What follows belongs to an exercise in optimizing a design on an open flow for a short achievable clock period and few clock cycles per item; a production flow would make more cautious choices. The RTL was checked by simulation tests, not by an equivalence proof against the original design. Power is estimated from default activity; no workload was simulated.

===== design/flow/constraint.sdc =====
create_clock -name core_clock -period 8.2 [get_ports {gwe}]
set_input_delay 1.6400 -clock core_clock [delete_from_list [all_inputs] [get_ports {gwe}]]
set_output_delay 1.6400 -clock core_clock [all_outputs]
set_load 0.01 [all_outputs]

===== design/flow/config.mk =====
export PLATFORM = sky130hd
export DESIGN_NAME = lc4_core
export DESIGN_NICKNAME = lc4_core
export VERILOG_FILES = /design/flow/design.v
export SDC_FILE = /design/flow/constraint.sdc
export NUM_CORES = 4
export LEC_CHECK = 0
export CAP_MARGIN = 20
export CORE_MARGIN = 2
export CORE_UTILIZATION = 40
export PLACE_DENSITY = 0.6
export SLEW_MARGIN = 20
export TNS_END_PERCENT = 100

===== design/flow/flow/run.sh =====
#!/bin/bash
set -euo pipefail
cd "$(dirname "$0")/.."
bash standard.sh SETUP_SLACK_MARGIN=7 finish > flow_make.log 2>&1

===== design/flow/standard.sh =====
#!/bin/bash
# synth_recipe.tcl (not shown) runs the flow's synth.tcl, then flattens the netlist and writes it again
# the make line also repeats each setting of config.mk as NAME=value (left out here)
make -C /OpenROAD-flow-scripts/flow DESIGN_CONFIG=/design/flow/config.mk WORK_HOME=/design/flow/orfs CLKGATE_MAP_FILE= SYNTH_SCRIPT=/design/flow/synth_recipe.tcl "${@:-finish}"

===== design/flow/design.v =====
`timescale 1ns/1ps
package lc4_pkg;
    parameter int XLEN = 16;
    typedef logic [XLEN-1:0] word_t;
    typedef logic [2:0]      reg_idx_t;
    typedef logic [2:0]      nzp_t;
    typedef word_t           imm_t;
    localparam nzp_t NZP_NEG  = 3'b100;
    localparam nzp_t NZP_ZERO = 3'b010;
    localparam nzp_t NZP_POS  = 3'b001;
    typedef enum logic [3:0] {
        OPC_ARITH   = 4'b0001,
        OPC_LOGIC   = 4'b0101,
        OPC_CONST   = 4'b1001,
        OPC_HICONST = 4'b1101
    } opcode_e;
    typedef enum logic [3:0] {
        ALU_ADD,
        ALU_SUB,
        ALU_MUL,
        ALU_ADDI,
        ALU_AND,
        ALU_OR,
        ALU_XOR,
        ALU_NOT,
        ALU_ANDI,
        ALU_CONST,
        ALU_HICONST,
        ALU_NOP
    } alu_op_e;
endpackage
`timescale 1ns/1ps
module lc4_regfile
(
    input  logic     gwe,
    input  logic     i_arst_n,
    input  lc4_pkg::reg_idx_t i_rs,
    input  lc4_pkg::reg_idx_t i_rt,
    output lc4_pkg::word_t    o_rs_data,
    output lc4_pkg::word_t    o_rt_data,
    input  logic     i_we,
    input  lc4_pkg::reg_idx_t i_wsel,
    input  lc4_pkg::word_t    i_wdata
);
    lc4_pkg::word_t regs [8];
    assign o_rs_data = regs[i_rs];
    assign o_rt_data = regs[i_rt];
    always_ff @(posedge gwe or negedge i_arst_n) begin
        if (!i_arst_n) begin
            for (int i = 0; i < 8; i++) begin
                regs[i] <= '0;
            end
        end else if (i_we) begin
            regs[i_wsel] <= i_wdata;
        end
    end
endmodule
`timescale 1ns/1ps
module lc4_decode
(
    input  lc4_pkg::word_t    i_insn,
    output lc4_pkg::reg_idx_t o_rd,
    output lc4_pkg::reg_idx_t o_rs,
    output lc4_pkg::reg_idx_t o_rt,
    output logic     o_we,
    output logic     o_use_s,
    output logic     o_use_t,
    output logic     o_is_mul,
    output logic     o_is_add,
    output logic     o_sub,
    output logic     o_imm_b,
    output logic [7:0] o_lut,
    output lc4_pkg::word_t    o_imm
);
    logic [3:0] opc;
    logic [2:0] sub_op;
    assign opc    = i_insn[15:12];
    assign sub_op = i_insn[5:3];
    always_comb begin
        o_rd     = i_insn[11:9];
        o_rs     = i_insn[8:6];
        o_rt     = i_insn[2:0];
        o_we     = 1'b0;
        o_use_s  = 1'b0;
        o_use_t  = 1'b0;
        o_is_mul = 1'b0;
        o_is_add = 1'b0;
        o_sub    = 1'b0;
        o_imm_b  = 1'b0;
        o_lut    = 8'h00;
        o_imm    = {{11{i_insn[4]}}, i_insn[4:0]};
        case (opc)
            4'b0001: begin
                o_use_s = 1'b1;
                if (sub_op[2]) begin
                    o_we     = 1'b1;
                    o_is_add = 1'b1;
                    o_imm_b  = 1'b1;
                end else begin
                    case (sub_op[1:0])
                        2'b00: begin o_we = 1'b1; o_is_add = 1'b1; o_use_t = 1'b1; end
                        2'b01: begin o_we = 1'b1; o_is_mul = 1'b1; o_use_t = 1'b1; end
                        2'b10: begin o_we = 1'b1; o_is_add = 1'b1; o_use_t = 1'b1; o_sub = 1'b1; end
                        default: o_use_s = 1'b0;
                    endcase
                end
            end
            4'b0101: begin
                o_we    = 1'b1;
                o_use_s = 1'b1;
                if (sub_op[2]) begin
                    o_imm_b = 1'b1;
                    o_lut   = 8'h88;
                end else begin
                    case (sub_op[1:0])
                        2'b00: begin o_use_t = 1'b1; o_lut = 8'h88; end
                        2'b01: begin o_lut = 8'h33; end
                        2'b10: begin o_use_t = 1'b1; o_lut = 8'hEE; end
                        default: begin o_use_t = 1'b1; o_lut = 8'h66; end
                    endcase
                end
            end
            4'b1001: begin
                o_we    = 1'b1;
                o_imm_b = 1'b1;
                o_lut   = 8'hAA;
                o_imm   = {{7{i_insn[8]}}, i_insn[8:0]};
            end
            4'b1101: begin
                o_we    = 1'b1;
                o_use_s = 1'b1;
                o_rs    = i_insn[11:9];
                o_imm_b = 1'b1;
                o_lut   = 8'hAC;
                o_imm   = {i_insn[7:0], 8'h00};
            end
            default: ;
        endcase
    end
endmodule
`timescale 1ns/1ps
module insn_queue
#(
    parameter int DEPTH = 8,
    parameter int W     = 16
) (
    input  logic         gwe,
    input  logic         i_arst_n,
    input  logic         i_push,
    input  logic [W-1:0] i_data,
    input  logic         i_pop,
    output logic         o_empty,
    output logic [W-1:0] o_head
);
    localparam int PTR_W = $clog2(DEPTH);
    logic [W-1:0] mem [DEPTH];
    logic [PTR_W-1:0] wr_ptr;
    logic [PTR_W-1:0] rd_ptr;
    logic             wr_lap;
    logic             rd_lap;
    assign o_empty = (wr_ptr == rd_ptr) & (wr_lap == rd_lap);
    assign o_head  = mem[rd_ptr];
    always_ff @(posedge gwe) begin
        if (i_push) begin
            mem[wr_ptr] <= i_data;
        end
    end
    always_ff @(posedge gwe or negedge i_arst_n) begin
        if (!i_arst_n) begin
            wr_ptr <= '0;
            rd_ptr <= '0;
            wr_lap <= 1'b0;
            rd_lap <= 1'b0;
        end else begin
            if (i_push) begin
                if (wr_ptr == PTR_W'(DEPTH - 1)) begin
                    wr_ptr <= '0;
                    wr_lap <= ~wr_lap;
                end else begin
                    wr_ptr <= wr_ptr + 1'b1;
                end
            end
            if (i_pop) begin
                if (rd_ptr == PTR_W'(DEPTH - 1)) begin
                    rd_ptr <= '0;
                    rd_lap <= ~rd_lap;
                end else begin
                    rd_ptr <= rd_ptr + 1'b1;
                end
            end
        end
    end
endmodule
`timescale 1ns/1ps
module lc4_mul_s1 (
    input  logic [15:0] a,
    input  logic [15:0] b,
    output logic [54:0] cs
);
    wire one0 = b[0] ^ 1'b0;
    wire two0 = (b[1] & ~b[0] & ~1'b0) | (~b[1] & b[0] & 1'b0);
    wire neg0 = b[1];
    wire [15:0] an0 = a ^ {16{neg0}};
    wire pp0_0 = (one0 & an0[0]) | (two0 & neg0) | (~one0 & ~two0 & neg0);
    wire pp0_1 = (one0 & an0[1]) | (two0 & an0[0]) | (~one0 & ~two0 & neg0);
    wire pp0_2 = (one0 & an0[2]) | (two0 & an0[1]) | (~one0 & ~two0 & neg0);
    wire pp0_3 = (one0 & an0[3]) | (two0 & an0[2]) | (~one0 & ~two0 & neg0);
    wire pp0_4 = (one0 & an0[4]) | (two0 & an0[3]) | (~one0 & ~two0 & neg0);
    wire pp0_5 = (one0 & an0[5]) | (two0 & an0[4]) | (~one0 & ~two0 & neg0);
    wire pp0_6 = (one0 & an0[6]) | (two0 & an0[5]) | (~one0 & ~two0 & neg0);
    wire pp0_7 = (one0 & an0[7]) | (two0 & an0[6]) | (~one0 & ~two0 & neg0);
    wire pp0_8 = (one0 & an0[8]) | (two0 & an0[7]) | (~one0 & ~two0 & neg0);
    wire pp0_9 = (one0 & an0[9]) | (two0 & an0[8]) | (~one0 & ~two0 & neg0);
    wire pp0_10 = (one0 & an0[10]) | (two0 & an0[9]) | (~one0 & ~two0 & neg0);
    wire pp0_11 = (one0 & an0[11]) | (two0 & an0[10]) | (~one0 & ~two0 & neg0);
    wire pp0_12 = (one0 & an0[12]) | (two0 & an0[11]) | (~one0 & ~two0 & neg0);
    wire pp0_13 = (one0 & an0[13]) | (two0 & an0[12]) | (~one0 & ~two0 & neg0);
    wire pp0_14 = (one0 & an0[14]) | (two0 & an0[13]) | (~one0 & ~two0 & neg0);
    wire pp0_15 = (one0 & an0[15]) | (two0 & an0[14]) | (~one0 & ~two0 & neg0);
    wire one1 = b[2] ^ b[1];
    wire two1 = (b[3] & ~b[2] & ~b[1]) | (~b[3] & b[2] & b[1]);
    wire neg1 = b[3];
    wire [15:0] an1 = a ^ {16{neg1}};
    wire pp1_0 = (one1 & an1[0]) | (two1 & neg1) | (~one1 & ~two1 & neg1);
    wire pp1_1 = (one1 & an1[1]) | (two1 & an1[0]) | (~one1 & ~two1 & neg1);
    wire pp1_2 = (one1 & an1[2]) | (two1 & an1[1]) | (~one1 & ~two1 & neg1);
    wire pp1_3 = (one1 & an1[3]) | (two1 & an1[2]) | (~one1 & ~two1 & neg1);
    wire pp1_4 = (one1 & an1[4]) | (two1 & an1[3]) | (~one1 & ~two1 & neg1);
    wire pp1_5 = (one1 & an1[5]) | (two1 & an1[4]) | (~one1 & ~two1 & neg1);
    wire pp1_6 = (one1 & an1[6]) | (two1 & an1[5]) | (~one1 & ~two1 & neg1);
    wire pp1_7 = (one1 & an1[7]) | (two1 & an1[6]) | (~one1 & ~two1 & neg1);
    wire pp1_8 = (one1 & an1[8]) | (two1 & an1[7]) | (~one1 & ~two1 & neg1);
    wire pp1_9 = (one1 & an1[9]) | (two1 & an1[8]) | (~one1 & ~two1 & neg1);
    wire pp1_10 = (one1 & an1[10]) | (two1 & an1[9]) | (~one1 & ~two1 & neg1);
    wire pp1_11 = (one1 & an1[11]) | (two1 & an1[10]) | (~one1 & ~two1 & neg1);
    wire pp1_12 = (one1 & an1[12]) | (two1 & an1[11]) | (~one1 & ~two1 & neg1);
    wire pp1_13 = (one1 & an1[13]) | (two1 & an1[12]) | (~one1 & ~two1 & neg1);
    wire one2 = b[4] ^ b[3];
    wire two2 = (b[5] & ~b[4] & ~b[3]) | (~b[5] & b[4] & b[3]);
    wire neg2 = b[5];
    wire [15:0] an2 = a ^ {16{neg2}};
    wire pp2_0 = (one2 & an2[0]) | (two2 & neg2) | (~one2 & ~two2 & neg2);
    wire pp2_1 = (one2 & an2[1]) | (two2 & an2[0]) | (~one2 & ~two2 & neg2);
    wire pp2_2 = (one2 & an2[2]) | (two2 & an2[1]) | (~one2 & ~two2 & neg2);
    wire pp2_3 = (one2 & an2[3]) | (two2 & an2[2]) | (~one2 & ~two2 & neg2);
    wire pp2_4 = (one2 & an2[4]) | (two2 & an2[3]) | (~one2 & ~two2 & neg2);
    wire pp2_5 = (one2 & an2[5]) | (two2 & an2[4]) | (~one2 & ~two2 & neg2);
    wire pp2_6 = (one2 & an2[6]) | (two2 & an2[5]) | (~one2 & ~two2 & neg2);
    wire pp2_7 = (one2 & an2[7]) | (two2 & an2[6]) | (~one2 & ~two2 & neg2);
    wire pp2_8 = (one2 & an2[8]) | (two2 & an2[7]) | (~one2 & ~two2 & neg2);
    wire pp2_9 = (one2 & an2[9]) | (two2 & an2[8]) | (~one2 & ~two2 & neg2);
    wire pp2_10 = (one2 & an2[10]) | (two2 & an2[9]) | (~one2 & ~two2 & neg2);
    wire pp2_11 = (one2 & an2[11]) | (two2 & an2[10]) | (~one2 & ~two2 & neg2);
    wire one3 = b[6] ^ b[5];
    wire two3 = (b[7] & ~b[6] & ~b[5]) | (~b[7] & b[6] & b[5]);
    wire neg3 = b[7];
    wire [15:0] an3 = a ^ {16{neg3}};
    wire pp3_0 = (one3 & an3[0]) | (two3 & neg3) | (~one3 & ~two3 & neg3);
    wire pp3_1 = (one3 & an3[1]) | (two3 & an3[0]) | (~one3 & ~two3 & neg3);
    wire pp3_2 = (one3 & an3[2]) | (two3 & an3[1]) | (~one3 & ~two3 & neg3);
    wire pp3_3 = (one3 & an3[3]) | (two3 & an3[2]) | (~one3 & ~two3 & neg3);
    wire pp3_4 = (one3 & an3[4]) | (two3 & an3[3]) | (~one3 & ~two3 & neg3);
    wire pp3_5 = (one3 & an3[5]) | (two3 & an3[4]) | (~one3 & ~two3 & neg3);
    wire pp3_6 = (one3 & an3[6]) | (two3 & an3[5]) | (~one3 & ~two3 & neg3);
    wire pp3_7 = (one3 & an3[7]) | (two3 & an3[6]) | (~one3 & ~two3 & neg3);
    wire pp3_8 = (one3 & an3[8]) | (two3 & an3[7]) | (~one3 & ~two3 & neg3);
    wire pp3_9 = (one3 & an3[9]) | (two3 & an3[8]) | (~one3 & ~two3 & neg3);
    wire one4 = b[8] ^ b[7];
    wire two4 = (b[9] & ~b[8] & ~b[7]) | (~b[9] & b[8] & b[7]);
    wire neg4 = b[9];
    wire [15:0] an4 = a ^ {16{neg4}};
    wire pp4_0 = (one4 & an4[0]) | (two4 & neg4) | (~one4 & ~two4 & neg4);
    wire pp4_1 = (one4 & an4[1]) | (two4 & an4[0]) | (~one4 & ~two4 & neg4);
    wire pp4_2 = (one4 & an4[2]) | (two4 & an4[1]) | (~one4 & ~two4 & neg4);
    wire pp4_3 = (one4 & an4[3]) | (two4 & an4[2]) | (~one4 & ~two4 & neg4);
    wire pp4_4 = (one4 & an4[4]) | (two4 & an4[3]) | (~one4 & ~two4 & neg4);
    wire pp4_5 = (one4 & an4[5]) | (two4 & an4[4]) | (~one4 & ~two4 & neg4);
    wire pp4_6 = (one4 & an4[6]) | (two4 & an4[5]) | (~one4 & ~two4 & neg4);
    wire pp4_7 = (one4 & an4[7]) | (two4 & an4[6]) | (~one4 & ~two4 & neg4);
    wire one5 = b[10] ^ b[9];
    wire two5 = (b[11] & ~b[10] & ~b[9]) | (~b[11] & b[10] & b[9]);
    wire neg5 = b[11];
    wire [15:0] an5 = a ^ {16{neg5}};
    wire pp5_0 = (one5 & an5[0]) | (two5 & neg5) | (~one5 & ~two5 & neg5);
    wire pp5_1 = (one5 & an5[1]) | (two5 & an5[0]) | (~one5 & ~two5 & neg5);
    wire pp5_2 = (one5 & an5[2]) | (two5 & an5[1]) | (~one5 & ~two5 & neg5);
    wire pp5_3 = (one5 & an5[3]) | (two5 & an5[2]) | (~one5 & ~two5 & neg5);
    wire pp5_4 = (one5 & an5[4]) | (two5 & an5[3]) | (~one5 & ~two5 & neg5);
    wire pp5_5 = (one5 & an5[5]) | (two5 & an5[4]) | (~one5 & ~two5 & neg5);
    wire one6 = b[12] ^ b[11];
    wire two6 = (b[13] & ~b[12] & ~b[11]) | (~b[13] & b[12] & b[11]);
    wire neg6 = b[13];
    wire [15:0] an6 = a ^ {16{neg6}};
    wire pp6_0 = (one6 & an6[0]) | (two6 & neg6) | (~one6 & ~two6 & neg6);
    wire pp6_1 = (one6 & an6[1]) | (two6 & an6[0]) | (~one6 & ~two6 & neg6);
    wire pp6_2 = (one6 & an6[2]) | (two6 & an6[1]) | (~one6 & ~two6 & neg6);
    wire pp6_3 = (one6 & an6[3]) | (two6 & an6[2]) | (~one6 & ~two6 & neg6);
    wire one7 = b[14] ^ b[13];
    wire two7 = (b[15] & ~b[14] & ~b[13]) | (~b[15] & b[14] & b[13]);
    wire neg7 = b[15];
    wire [15:0] an7 = a ^ {16{neg7}};
    wire pp7_0 = (one7 & an7[0]) | (two7 & neg7) | (~one7 & ~two7 & neg7);
    wire pp7_1 = (one7 & an7[1]) | (two7 & an7[0]) | (~one7 & ~two7 & neg7);
    wire s1 = pp0_10 ^ pp1_8;
    wire k2 = pp0_10 & pp1_8;
    wire s3 = pp0_11 ^ pp1_9;
    wire k4 = pp0_11 & pp1_9;
    wire s5 = pp0_12 ^ pp1_10 ^ pp2_8;
    wire k6 = (pp0_12 & pp1_10) | (pp0_12 & pp2_8) | (pp1_10 & pp2_8);
    wire s7 = pp3_6 ^ pp4_4;
    wire k8 = pp3_6 & pp4_4;
    wire s9 = pp0_13 ^ pp1_11 ^ pp2_9;
    wire k10 = (pp0_13 & pp1_11) | (pp0_13 & pp2_9) | (pp1_11 & pp2_9);
    wire s11 = pp3_7 ^ pp4_5;
    wire k12 = pp3_7 & pp4_5;
    wire s13 = pp0_14 ^ pp1_12 ^ pp2_10;
    wire k14 = (pp0_14 & pp1_12) | (pp0_14 & pp2_10) | (pp1_12 & pp2_10);
    wire s15 = pp3_8 ^ pp4_6 ^ pp5_4;
    wire k16 = (pp3_8 & pp4_6) | (pp3_8 & pp5_4) | (pp4_6 & pp5_4);
    wire s17 = pp6_2 ^ pp7_0;
    wire k18 = pp6_2 & pp7_0;
    wire s19 = pp0_15 ^ pp1_13 ^ pp2_11;
    wire s20 = pp3_9 ^ pp4_7 ^ pp5_5;
    wire s21 = pp6_3 ^ pp7_1;
    wire s22 = pp0_6 ^ pp1_4;
    wire k23 = pp0_6 & pp1_4;
    wire s24 = pp0_7 ^ pp1_5;
    wire k25 = pp0_7 & pp1_5;
    wire s26 = pp0_8 ^ pp1_6 ^ pp2_4;
    wire k27 = (pp0_8 & pp1_6) | (pp0_8 & pp2_4) | (pp1_6 & pp2_4);
    wire s28 = pp3_2 ^ pp4_0;
    wire k29 = pp3_2 & pp4_0;
    wire s30 = pp0_9 ^ pp1_7 ^ pp2_5;
    wire k31 = (pp0_9 & pp1_7) | (pp0_9 & pp2_5) | (pp1_7 & pp2_5);
    wire s32 = pp3_3 ^ pp4_1;
    wire k33 = pp3_3 & pp4_1;
    wire s34 = s1 ^ pp2_6 ^ pp3_4;
    wire k35 = (s1 & pp2_6) | (s1 & pp3_4) | (pp2_6 & pp3_4);
    wire s36 = pp4_2 ^ pp5_0 ^ neg5;
    wire k37 = (pp4_2 & pp5_0) | (pp4_2 & neg5) | (pp5_0 & neg5);
    wire s38 = s3 ^ pp2_7 ^ pp3_5;
    wire k39 = (s3 & pp2_7) | (s3 & pp3_5) | (pp2_7 & pp3_5);
    wire s40 = pp4_3 ^ pp5_1 ^ k2;
    wire k41 = (pp4_3 & pp5_1) | (pp4_3 & k2) | (pp5_1 & k2);
    wire s42 = s5 ^ s7 ^ pp5_2;
    wire k43 = (s5 & s7) | (s5 & pp5_2) | (s7 & pp5_2);
    wire s44 = pp6_0 ^ neg6 ^ k4;
    wire k45 = (pp6_0 & neg6) | (pp6_0 & k4) | (neg6 & k4);
    wire s46 = s9 ^ s11 ^ pp5_3;
    wire k47 = (s9 & s11) | (s9 & pp5_3) | (s11 & pp5_3);
    wire s48 = pp6_1 ^ k6 ^ k8;
    wire k49 = (pp6_1 & k6) | (pp6_1 & k8) | (k6 & k8);
    wire s50 = s13 ^ s15 ^ s17;
    wire k51 = (s13 & s15) | (s13 & s17) | (s15 & s17);
    wire s52 = neg7 ^ k10 ^ k12;
    wire k53 = (neg7 & k10) | (neg7 & k12) | (k10 & k12);
    wire s54 = s19 ^ s20 ^ s21;
    wire s55 = k14 ^ k16 ^ k18;
    assign cs[0] = pp0_0;
    assign cs[1] = neg0;
    assign cs[2] = pp0_1;
    assign cs[3] = pp0_2;
    assign cs[4] = pp1_0;
    assign cs[5] = neg1;
    assign cs[6] = pp0_3;
    assign cs[7] = pp1_1;
    assign cs[8] = pp0_4;
    assign cs[9] = pp1_2;
    assign cs[10] = pp2_0;
    assign cs[11] = neg2;
    assign cs[12] = pp0_5;
    assign cs[13] = pp1_3;
    assign cs[14] = pp2_1;
    assign cs[15] = s22;
    assign cs[16] = pp2_2;
    assign cs[17] = pp3_0;
    assign cs[18] = neg3;
    assign cs[19] = s24;
    assign cs[20] = pp2_3;
    assign cs[21] = pp3_1;
    assign cs[22] = k23;
    assign cs[23] = s26;
    assign cs[24] = s28;
    assign cs[25] = neg4;
    assign cs[26] = k25;
    assign cs[27] = s30;
    assign cs[28] = s32;
    assign cs[29] = k27;
    assign cs[30] = k29;
    assign cs[31] = s34;
    assign cs[32] = s36;
    assign cs[33] = k31;
    assign cs[34] = k33;
    assign cs[35] = s38;
    assign cs[36] = s40;
    assign cs[37] = k35;
    assign cs[38] = k37;
    assign cs[39] = s42;
    assign cs[40] = s44;
    assign cs[41] = k39;
    assign cs[42] = k41;
    assign cs[43] = s46;
    assign cs[44] = s48;
    assign cs[45] = k43;
    assign cs[46] = k45;
    assign cs[47] = s50;
    assign cs[48] = s52;
    assign cs[49] = k47;
    assign cs[50] = k49;
    assign cs[51] = s54;
    assign cs[52] = s55;
    assign cs[53] = k51;
    assign cs[54] = k53;
endmodule
module lc4_mul_s2 (
    input  logic [54:0] cs,
    output logic [15:0] p
);
    wire s1 = cs[8] ^ cs[9];
    wire k2 = cs[8] & cs[9];
    wire s3 = cs[12] ^ cs[13];
    wire k4 = cs[12] & cs[13];
    wire s5 = cs[15] ^ cs[16] ^ cs[17];
    wire k6 = (cs[15] & cs[16]) | (cs[15] & cs[17]) | (cs[16] & cs[17]);
    wire s7 = cs[19] ^ cs[20] ^ cs[21];
    wire k8 = (cs[19] & cs[20]) | (cs[19] & cs[21]) | (cs[20] & cs[21]);
    wire s9 = cs[23] ^ cs[24] ^ cs[25];
    wire k10 = (cs[23] & cs[24]) | (cs[23] & cs[25]) | (cs[24] & cs[25]);
    wire s11 = cs[27] ^ cs[28] ^ cs[29];
    wire k12 = (cs[27] & cs[28]) | (cs[27] & cs[29]) | (cs[28] & cs[29]);
    wire s13 = cs[31] ^ cs[32] ^ cs[33];
    wire k14 = (cs[31] & cs[32]) | (cs[31] & cs[33]) | (cs[32] & cs[33]);
    wire s15 = cs[35] ^ cs[36] ^ cs[37];
    wire k16 = (cs[35] & cs[36]) | (cs[35] & cs[37]) | (cs[36] & cs[37]);
    wire s17 = cs[39] ^ cs[40] ^ cs[41];
    wire k18 = (cs[39] & cs[40]) | (cs[39] & cs[41]) | (cs[40] & cs[41]);
    wire s19 = cs[43] ^ cs[44] ^ cs[45];
    wire k20 = (cs[43] & cs[44]) | (cs[43] & cs[45]) | (cs[44] & cs[45]);
    wire s21 = cs[47] ^ cs[48] ^ cs[49];
    wire k22 = (cs[47] & cs[48]) | (cs[47] & cs[49]) | (cs[48] & cs[49]);
    wire s23 = cs[51] ^ cs[52] ^ cs[53];
    wire s24 = cs[3] ^ cs[4];
    wire k25 = cs[3] & cs[4];
    wire s26 = cs[6] ^ cs[7];
    wire k27 = cs[6] & cs[7];
    wire s28 = s1 ^ cs[10] ^ cs[11];
    wire k29 = (s1 & cs[10]) | (s1 & cs[11]) | (cs[10] & cs[11]);
    wire s30 = s3 ^ cs[14] ^ k2;
    wire k31 = (s3 & cs[14]) | (s3 & k2) | (cs[14] & k2);
    wire s32 = s5 ^ cs[18] ^ k4;
    wire k33 = (s5 & cs[18]) | (s5 & k4) | (cs[18] & k4);
    wire s34 = s7 ^ cs[22] ^ k6;
    wire k35 = (s7 & cs[22]) | (s7 & k6) | (cs[22] & k6);
    wire s36 = s9 ^ cs[26] ^ k8;
    wire k37 = (s9 & cs[26]) | (s9 & k8) | (cs[26] & k8);
    wire s38 = s11 ^ cs[30] ^ k10;
    wire k39 = (s11 & cs[30]) | (s11 & k10) | (cs[30] & k10);
    wire s40 = s13 ^ cs[34] ^ k12;
    wire k41 = (s13 & cs[34]) | (s13 & k12) | (cs[34] & k12);
    wire s42 = s15 ^ cs[38] ^ k14;
    wire k43 = (s15 & cs[38]) | (s15 & k14) | (cs[38] & k14);
    wire s44 = s17 ^ cs[42] ^ k16;
    wire k45 = (s17 & cs[42]) | (s17 & k16) | (cs[42] & k16);
    wire s46 = s19 ^ cs[46] ^ k18;
    wire k47 = (s19 & cs[46]) | (s19 & k18) | (cs[46] & k18);
    wire s48 = s21 ^ cs[50] ^ k20;
    wire k49 = (s21 & cs[50]) | (s21 & k20) | (cs[50] & k20);
    wire s50 = s23 ^ cs[54] ^ k22;
    wire [15:0] r0 = {s50, s48, s46, s44, s42, s40, s38, s36, s34, s32, s30, s28, s26, s24, cs[2], cs[0]};
    wire [15:0] r1 = {k49, k47, k45, k43, k41, k39, k37, k35, k33, k31, k29, k27, k25, cs[5], 1'b0, cs[1]};
    assign p = r0 + r1;
endmodule
`timescale 1ns/1ps
module lc4_core
#(
    parameter int CAP = 7
) (
    input  logic     gwe,
    input  logic     i_arst_n,
    input  logic     i_insn_valid,
    input  lc4_pkg::word_t    i_insn,
    output logic     o_insn_ready,
    output logic     o_ret_valid,
    input  logic     i_ret_ready,
    output lc4_pkg::word_t    o_ret_insn,
    output logic     o_ret_we,
    output lc4_pkg::reg_idx_t o_ret_wsel,
    output lc4_pkg::word_t    o_ret_data,
    output lc4_pkg::nzp_t     o_ret_nzp
);
    localparam int CNT_W = $clog2(CAP) + 1;
    localparam int CS_W  = 55;
    logic             acc;
    logic             ret;
    logic [CNT_W-1:0] n_fl;
    logic [CNT_W-1:0] n_nx;
    logic             full_q;     
    assign acc  = i_insn_valid & ~full_q;
    assign ret  = o_ret_valid & i_ret_ready;
    assign n_nx = n_fl + {{(CNT_W-1){1'b0}}, acc} - {{(CNT_W-1){1'b0}}, ret};
    assign o_insn_ready = ~full_q;
    always_ff @(posedge gwe or negedge i_arst_n) begin
        if (!i_arst_n) begin
            n_fl   <= '0;
            full_q <= 1'b0;
        end else begin
            n_fl   <= n_nx;
            full_q <= (n_nx >= CNT_W'(CAP));
        end
    end
    logic           iq_empty;
    lc4_pkg::word_t iq_head;
    logic           iq_pop;
    insn_queue #(.DEPTH(CAP), .W(16)) u_iq (
        .gwe      (gwe),
        .i_arst_n (i_arst_n),
        .i_push   (acc),
        .i_data   (i_insn),
        .i_pop    (iq_pop),
        .o_empty  (iq_empty),
        .o_head   (iq_head)
    );
    logic              d_v;
    lc4_pkg::word_t    d_insn;
    lc4_pkg::reg_idx_t d_rs, d_rt;
    logic              d_we, d_use_s, d_use_t, d_is_mul, d_is_add, d_sub, d_imm_b;
    logic [7:0]        d_lut;
    lc4_pkg::word_t    d_imm;
    lc4_pkg::reg_idx_t q_rd, q_rs, q_rt;
    logic              q_we, q_use_s, q_use_t, q_is_mul, q_is_add, q_sub, q_imm_b;
    logic [7:0]        q_lut;
    lc4_pkg::word_t    q_imm;
    lc4_decode u_decode (
        .i_insn   (iq_head),
        .o_rd     (q_rd),
        .o_rs     (q_rs),
        .o_rt     (q_rt),
        .o_we     (q_we),
        .o_use_s  (q_use_s),
        .o_use_t  (q_use_t),
        .o_is_mul (q_is_mul),
        .o_is_add (q_is_add),
        .o_sub    (q_sub),
        .o_imm_b  (q_imm_b),
        .o_lut    (q_lut),
        .o_imm    (q_imm)
    );
    logic              x_v;
    lc4_pkg::word_t    x_insn;
    logic              x_we;       
    logic              x_mulw;     
    logic [7:0]        x_lut;
    logic              x_fa1, x_fa2, x_fa0, x_fb1, x_fb2, x_fb0;
    lc4_pkg::word_t    g_a0, g_b0;
    logic              x_ma1, x_mb1;    
    logic              x_ma2, x_mb2;    
    logic              x_s00, x_s10, x_s01p, x_s01n, x_s20, x_s02p, x_s02n;
    logic              x_sd1, x_sd2, x_slog;
    lc4_pkg::word_t    x_a, x_b;
    logic              m_v;
    lc4_pkg::word_t    m_insn;
    logic              m_we;
    logic              m_is_mul;
    lc4_pkg::word_t    r1;
    logic [CS_W-1:0]   m_cs;
    logic              w_v;
    lc4_pkg::word_t    w_insn;
    logic              w_we;
    logic              w_mul;
    lc4_pkg::word_t    r2m;        
    lc4_pkg::word_t    r2a;        
    lc4_pkg::word_t    r2;         
    lc4_pkg::word_t    prod;
    lc4_pkg::word_t    alu;
    logic hx_s, hm_s, hw_s, hx_t, hm_t, hw_t;
    assign hx_s = x_we & (x_insn[11:9] == d_rs);
    assign hm_s = m_we & (m_insn[11:9] == d_rs);
    assign hw_s = w_we & (w_insn[11:9] == d_rs);
    assign hx_t = x_we & (x_insn[11:9] == d_rt);
    assign hm_t = m_we & (m_insn[11:9] == d_rt);
    assign hw_t = w_we & (w_insn[11:9] == d_rt);
    logic fa1, fa2, fb1, fb2;
    assign fa1 = hx_s;
    assign fa2 = ~hx_s & hm_s & m_is_mul;
    assign fb1 = ~d_imm_b & hx_t;
    assign fb2 = ~d_imm_b & ~hx_t & hm_t & m_is_mul;
    logic stall;
    logic d_load;
    assign stall  = d_v & ((x_mulw & ((d_use_s & hx_s) | (d_use_t & hx_t))) |
                           (d_use_s & d_use_t & ((fa1 & fb2) | (fa2 & fb1))));
    assign d_load = ~d_v | ~stall;
    assign iq_pop = d_load & ~iq_empty;
    always_ff @(posedge gwe or negedge i_arst_n) begin
        if (!i_arst_n) begin
            d_v <= 1'b0;
        end else if (d_load) begin
            d_v <= ~iq_empty;
        end
    end
    always_ff @(posedge gwe) begin
        if (d_load) begin
            d_insn   <= iq_head;
            d_rs     <= q_rs;
            d_rt     <= q_rt;
            d_we     <= q_we;
            d_use_s  <= q_use_s;
            d_use_t  <= q_use_t;
            d_is_mul <= q_is_mul;
            d_is_add <= q_is_add;
            d_sub    <= q_sub;
            d_imm_b  <= q_imm_b;
            d_lut    <= q_lut;
            d_imm    <= q_imm;
        end
    end
    lc4_pkg::word_t rf_s, rf_t;
    lc4_regfile u_regfile (
        .gwe       (gwe),
        .i_arst_n  (i_arst_n),
        .i_rs      (d_rs),
        .i_rt      (d_rt),
        .o_rs_data (rf_s),
        .o_rt_data (rf_t),
        .i_we      (w_we),
        .i_wsel    (w_insn[11:9]),
        .i_wdata   (r2)
    );
    logic issue;
    assign issue = d_v & ~stall;
    always_ff @(posedge gwe or negedge i_arst_n) begin
        if (!i_arst_n) begin
            x_v    <= 1'b0;
            x_we   <= 1'b0;
            x_mulw <= 1'b0;
            m_v    <= 1'b0;
            m_we   <= 1'b0;
            w_v    <= 1'b0;
            w_we   <= 1'b0;
        end else begin
            x_v    <= issue;
            x_we   <= issue & d_we;
            x_mulw <= issue & d_is_mul;
            m_v    <= x_v;
            m_we   <= x_we;
            w_v    <= m_v;
            w_we   <= m_we;
        end
    end
    logic inv_a, inv_b;
    assign inv_a = d_sub & (fb1 | fb2);
    assign inv_b = d_sub & ~(fb1 | fb2);
    lc4_pkg::word_t rd_a, rd_b;
    assign rd_a = hm_s ? r1 : hw_s ? r2 : rf_s;
    assign rd_b = hm_t ? r1 : hw_t ? r2 : rf_t;
    lc4_pkg::word_t rd_bn, neg_r1, neg_r2, neg_rf;
    assign neg_r1 = 16'd0 - r1;
    assign neg_r2 = 16'd0 - r2;
    assign neg_rf = 16'd0 - rf_t;
    assign rd_bn  = hm_t ? neg_r1 : hw_t ? neg_r2 : neg_rf;
    always_ff @(posedge gwe) begin
        x_insn <= d_insn;
        x_lut  <= d_lut;
        x_fa1  <= fa1;
        x_fa2  <= fa2;
        x_fa0  <= ~fa1 & ~fa2;
        x_fb1  <= fb1;
        x_fb2  <= fb2;
        x_fb0  <= ~fb1 & ~fb2;
        x_ma1  <= issue & d_is_mul & fa1;
        x_ma2  <= issue & d_is_mul & fa2;
        g_a0   <= rd_a & {16{issue & d_is_mul & ~fa1 & ~fa2}};
        x_mb1  <= issue & d_is_mul & fb1;
        x_mb2  <= issue & d_is_mul & fb2;
        g_b0   <= rd_b & {16{issue & d_is_mul & ~fb1 & ~fb2}};
        x_s00  <= d_is_add & ~fa1 & ~fa2 & ~fb1 & ~fb2;
        x_s10  <= d_is_add &  fa1 & ~fb1 & ~fb2;
        x_s20  <= d_is_add &  fa2 & ~fb1 & ~fb2;
        x_s01p <= d_is_add & ~fa1 & ~fa2 & fb1 & ~d_sub;
        x_s01n <= d_is_add & ~fa1 & ~fa2 & fb1 &  d_sub;
        x_s02p <= d_is_add & ~fa1 & ~fa2 & fb2 & ~d_sub;
        x_s02n <= d_is_add & ~fa1 & ~fa2 & fb2 &  d_sub;
        x_sd1  <= d_is_add & fa1 & fb1 & ~d_sub;
        x_sd2  <= d_is_add & fa2 & fb2 & ~d_sub;
        x_slog <= ~d_is_add;
        x_a    <= rd_a ^ {16{inv_a}};
        x_b    <= d_imm_b ? d_imm : inv_b ? rd_bn : rd_b;
    end
    lc4_pkg::word_t ma, mb;
    lc4_pkg::word_t a, b, s00, s10, s01, s20, s02, lres;
    logic [CS_W-1:0] cs;
    assign s00 = x_a + x_b;
    assign s10 = r1 + x_b;
    assign s20 = r2m + x_b;
    assign s01 = x_a + r1;
    assign s02 = x_a + r2m;
    assign a = ({16{x_fa1}} & r1) | ({16{x_fa2}} & r2m) | ({16{x_fa0}} & x_a);
    assign b = ({16{x_fb1}} & r1) | ({16{x_fb2}} & r2m) | ({16{x_fb0}} & x_b);
    assign ma = ({16{x_ma1}} & r1) | ({16{x_ma2}} & r2m) | g_a0;
    assign mb = ({16{x_mb1}} & r1) | ({16{x_mb2}} & r2m) | g_b0;
    always_comb begin
        for (int i = 0; i < 16; i++) begin
            if (i < 8) begin
                lres[i] = (a[i] & b[i] & x_lut[3]) | (a[i] & ~b[i] & x_lut[2]) |
                          (~a[i] & b[i] & x_lut[1]) | (~a[i] & ~b[i] & x_lut[0]);
            end else begin
                lres[i] = (a[i] & b[i] & x_lut[7]) | (a[i] & ~b[i] & x_lut[6]) |
                          (~a[i] & b[i] & x_lut[5]) | (~a[i] & ~b[i] & x_lut[4]);
            end
        end
    end
    assign alu = ({16{x_s00}} & s00) | ({16{x_s10}} & s10) | ({16{x_s20}} & s20) |
                 ({16{x_s01p}} & s01) | ({16{x_s01n}} & ~s01) |
                 ({16{x_s02p}} & s02) | ({16{x_s02n}} & ~s02) |
                 ({16{x_sd1}} & {r1[14:0], 1'b0}) | ({16{x_sd2}} & {r2m[14:0], 1'b0}) |
                 ({16{x_slog}} & lres);
    lc4_mul_s1 u_mul1 (
        .a  (ma),
        .b  (mb),
        .cs (cs)
    );
    always_ff @(posedge gwe) begin
        m_insn   <= x_insn;
        m_is_mul <= x_mulw;
        r1       <= alu;
        m_cs     <= cs;
    end
    lc4_mul_s2 u_mul2 (
        .cs (m_cs),
        .p  (prod)
    );
    always_ff @(posedge gwe) begin
        w_insn <= m_insn;
        w_mul  <= m_is_mul;
        r2m    <= prod;
        r2a    <= r1;
    end
    assign r2 = w_mul ? r2m : r2a;
    localparam int QW = 16 + 1 + 16;
    logic [QW-1:0] w_rec;
    assign w_rec = {w_insn, w_we, r2};
    logic          oq_empty;
    logic [QW-1:0] oq_head;
    logic [QW-1:0] nx_rec;
    logic          out_free;
    logic          oq_pop;
    logic          oq_push;
    assign out_free = ~o_ret_valid | i_ret_ready;
    assign oq_pop   = out_free & ~oq_empty;
    assign oq_push  = w_v & ~(out_free & oq_empty);
    insn_queue #(.DEPTH(CAP - 1), .W(QW)) u_oq (
        .gwe      (gwe),
        .i_arst_n (i_arst_n),
        .i_push   (oq_push),
        .i_data   (w_rec),
        .i_pop    (oq_pop),
        .o_empty  (oq_empty),
        .o_head   (oq_head)
    );
    assign nx_rec = oq_empty ? w_rec : oq_head;
    always_ff @(posedge gwe or negedge i_arst_n) begin
        if (!i_arst_n) begin
            o_ret_valid <= 1'b0;
        end else if (out_free) begin
            o_ret_valid <= ~oq_empty | w_v;
        end
    end
    always_ff @(posedge gwe) begin
        if (out_free) begin
            {o_ret_insn, o_ret_we, o_ret_data} <= nx_rec;
            o_ret_nzp <= nx_rec[15] ? lc4_pkg::NZP_NEG :
                         (nx_rec[15:0] == 16'd0) ? lc4_pkg::NZP_ZERO : lc4_pkg::NZP_POS;
        end
    end
    assign o_ret_wsel = o_ret_insn[11:9];
endmodule

==> notes.md <==
layout by cell type, fill, tap and decap left out, types with 77 or more instances in the layout:
master,synthesis,final
nand2_1,277,183
clkbuf_16,0,102
buf_12,1,123
nor2_4,0,89
dfxtp_1,243,186
xnor2_1,120,89
mux2i_1,143,115
buf_6,4,213
o21ai_1,1,84
edfxtp_1,394,394
buf_4,7,276
o21ai_0,272,80
o21ai_2,0,77
a21oi_1,254,148
nor2_1,266,152
dfrtp_1,158,146
a21oi_2,0,98
where the power goes:
group | internal (uW) | leakage [uW] | switching (uW) | total [uW]
Combinational | 6710 | 0.0140 | 7460 | 14200
Clock | 2320 | 0.00143 | 1740 | 4060
Sequential | 5820 | 0.00771 | 1460 | 7280
state kept, by name, indices dropped and copies added (netlist names), 55 cells and up:
signal and flops:
u_regfile.regs 128, m_cs 55, u_oq.mem 198, u_iq.mem 112
routing by layer:
metal,wire length [microns],GRT usage [%]
met1,60300,37.3
met2,70900,43.1
met3,19200,6.83
met4,9700,12.7
met5,34,0
worst max-delay path: cells and delay by family (launching register included):
| kind | cells | cell delay [ns] |
|---|---|---|
| buffers and inverters | 5 | 0.68 |
| flip-flops | 1 | 0.42 |
| AND/OR/NAND/NOR | 3 | 0.66 |
| AO/OA/AOI/OAI | 4 | 1.31 |
logic make-up (layout without fill, tap and decap cells):
group / count (synthesis) / after routing / share of synthesized area [%]
fa+ha+maj: 150 / 150 / 5.56
simple gates: 819 / 832 / 9.59
xor+xnor: 154 / 154 / 3.42
flops: 795 / 795 / 52.4
mux: 246 / 246 / 8.70
buf+inv: 357 / 1076 / 3.69
compound gates: 990 / 993 / 16.7
other cells: 0 / 1 / 0
worst max-delay path by stage:
stage	startpoint	end	slack, ns	cells after the start
6_report	d_insn[2]	x_b[12]	5.04	12
5_1_grt	d_insn[2]	x_b[12]	4.92	12
4_1_cts	d_insn[2]	x_b[14]	5.25	10
3_5_place_dp	i_ret_ready	u_oq.mem[2][4]	4.14	8
3_3_place_gp	i_ret_ready	u_oq.mem[2][11]	3.84	7
2_1_floorplan	i_ret_ready	u_oq.mem[5][0]	4.30	4
layout make-up:
cell class | instances | area (sq um)
fill | 6862 | 38100
multi-input combinational | 2375 | 23300
sequential | 795 | 20800
timing repair buffer | 806 | 10700
clock buffer | 113 | 2410
tap | 1287 | 1610
inverter | 112 | 589
clock inverter | 44 | 539
timing repair inverter | 1 | 16.3
antenna | 1 | 2.50
through the flow:
stage	utilization [%]	cells	total power (uW)	hold slack [ns]	instance area (sq um)
6_report	61.2	5534	25500	0.307	59900
5_1_grt	61.2	5533	26300	0.314	59900
4_1_cts	56.8	5346	22700	0.306	55600
3_5_place_dp	43.9	4671	15000	0.312	43000
3_3_place_gp	43.9	4670	14900	0.311	43000
2_1_floorplan	-	3511	12700	0.310	42400
what timing repair did:
item	in CTS	in global routing
pin swaps	226	243
hold buffers	0	0
gates cloned	92	21
resized for setup	1253	576
setup buffers	426	166
endpoints found under the setup margin	1208	1074
==> notes.md <==
Timing
Counting I/O delays and the setup requirement, the final critical path takes 3.16 ns. The clock tree skew after final layout is 0.0520 ns. At the pin with the least slew margin, the transition time is 1.12 ns. The count of endpoints failing hold in the final timing report is 0.

Setup violations remaining at the end of the flow were counted as 0. The achievable frequency is 0.316 GHz. The post-route fraction of the period consumed by the critical path is 38.6%. The max-slew violation count is 0.

Setup total negative slack on the finished layout was measured at 0 ns. Setup repair after global routing could not meet its margin everywhere. The relative slew slack is 24.7%. The least setup slack across all paths after layout is 5.04 ns.

Critical path
The kind of start point of the critical path is a flop. The worst reg-to-reg setup slack is 5.04 ns. The worst setup path is of the flop to flop kind. The cell with the largest stage delay on the worst path is a2111o_1.

On the worst path, the slowest cell contributes a delay of 0.48 ns. Data on the critical path arrives at its endpoint at 3.77 ns. STA classifies the critical path endpoint as a flop.

In this run the worst path has a maximum fanout of 10. The endpoint of the lowest-slack register-to-register path is x_b[12]. The data required time at the worst endpoint is 8.80 ns. The library cell appearing most often on the critical path is buf_6. Traced cell by cell, the critical path runs through buf_6 -> buf_12 -> clkinvlp_4 -> buf_6 -> a21oi_2 -> a2111o_1 -> a311o_2 -> a211oi_4 -> nand2_2 -> buf_6 -> or4_4 -> nand3_1.

For the worst flop-to-flop path, the logic depth is 12. The startpoint of the most critical register-to-register path is d_insn[2].

Synthesis
In this run, synthesis produced a sequential element count of 795. When the netlist entered floorplanning its net count stood at 3681. The post-synthesis cell type with the largest combined area is edfxtp_1. The fraction of registers with async set/reset is 19.9%. The fraction of post-synthesis cell area in the top cell type by area is 30.0%. The number of warnings reported in the yosys synthesis log is 6.

The most used flip-flop cell after synthesis is edfxtp_1. Ranked by instance count, the synthesized netlist is headed by 394 x edfxtp_1, 277 x nand2_1, 272 x o21ai_0. Each instance of the synthesized netlist takes up on average 11.2 sq um.

The number of standard cells after synthesis is 3511. Yosys attributes the largest share of cell area to edfxtp_1 30%, dfxtp_1 12%, dfrtp_1 10%. The number of distinct library cells after synthesis is 97.

The netlist area before placement is 39400 sq um. Among all cell types in the netlist, the one instantiated most often is edfxtp_1. In this run, synthesis inferred 394 flip-flops with an integrated enable. The portion of the post-synthesis area used by sequential elements is 52.4%.

Worst hold path
The startpoint identified for the worst hold timing path is x_insn[2]. The terminating pin of the worst hold path is m_insn[2]. The type of the worst min-delay path is flop to flop. Along the worst hold path, the cell count comes to 0.

Clocking
The cell at the root of the clock tree is clkbuf_16. The buffer levels on the longest clock path is 3. After clock tree synthesis, the clock-pin slew on the worst setup and hold paths is 0.06 ns. The worst-skew pair later-pin latency is 0.70 ns. TritonCTS built the clock tree. The CTS H-tree depth is 3. The TritonCTS sink count is 795.

Clock tree synthesis inserted a total of 84 buffers.

Route
After detailed routing, the number of vias per cell comes to 6.39. After detailed routing, the number of remaining DRC violations is 0. The first-pass detailed-route iteration total is 11. The routed layout has 35300 vias. Summed over all layers, the routed wires come to 160000 microns. The detailed router finished its first iteration with 5159 violations. In the final routed layout, each cell accounts on average for 28.9 microns. Once detail routing completed, the nets flagged for antenna violations numbered 0.

Status
The flow ran to the end and the layout has no timing, DRC or antenna violations.

Cells and area
The net count of the finished layout is 4345. The fraction of layout cells with a size suffix above 1 is 47.1%. The area growth from synthesis to layout is 52.0%.

Floorplan
The total core area is 98000 sq um. The die covers 101000 sq um. Pin placement for this block handled 61 I/O pins. The chip width is 318 microns. The number of rows in the core area is 115. The chip height is 318 microns. The initial core utilization is 40.2%.

GRT
The number of antenna violations at the first check in global routing came to 7. The largest net degree at the start of global routing is 55. The number of global-route vias before repair is 33200.

For this run the aggregate overflow at the end of global routing stands at 0. The global-route usage over all layers is 28.0%. The first global-routing pass estimated 215000 microns of wire.

Placement
At the end of routability-driven placement, the weighted congestion stood at 0.909. Timing analysis after detailed placement gives a worst setup slack of 4.14 ns. The HPWL after detailed placement is 75900 microns. The quantity of I/O buffers inserted on ports is 60.

Power and ir drop
For this design the ratio of total power to cell area is 426 nW/um^2. Summed over all cells, the static leakage comes to 0.0232 uW. IR analysis of the VDD net gives a maximum drop of 0.000335 V.

Job
The tool flagged a number of max-cap violations equal to 0.
Testbench counts, summed over its fixed seeds: cycles 16,379, items 16,000.

## re-timing with driven ports
Ports are ideal in the flow. The routed layout listed here was re-timed in OpenROAD. Step 1 (the two cells are an assumption about what drives the block):
set clk [get_ports {gwe}]
set_driving_cell -lib_cell sky130_fd_sc_hd__clkbuf_16 $clk
set_driving_cell -lib_cell sky130_fd_sc_hd__buf_2 [delete_from_list [all_inputs] $clk]
Step 2 times the ports against the registers' clock, not the clock port: input delays grow and output delays shrink by t, the midpoint of the rising clock arrivals with the driver on. a / b / c = ideal / step 1 / step 2; a / b = the first two.
shift t [ns]: 0.739
slack for setup (ns): 5.036 / 5.036 / 4.908
worst setup path after step 2: input to register
clock arrival spread, ns: 0.052 / 0.052
slew at the worst register clock pin (ns): 0.08 / 0.08
After both steps this run still meets setup and hold. The setup slack of this run moves by 0.000 ns with the drivers and by -0.128 ns with both steps.
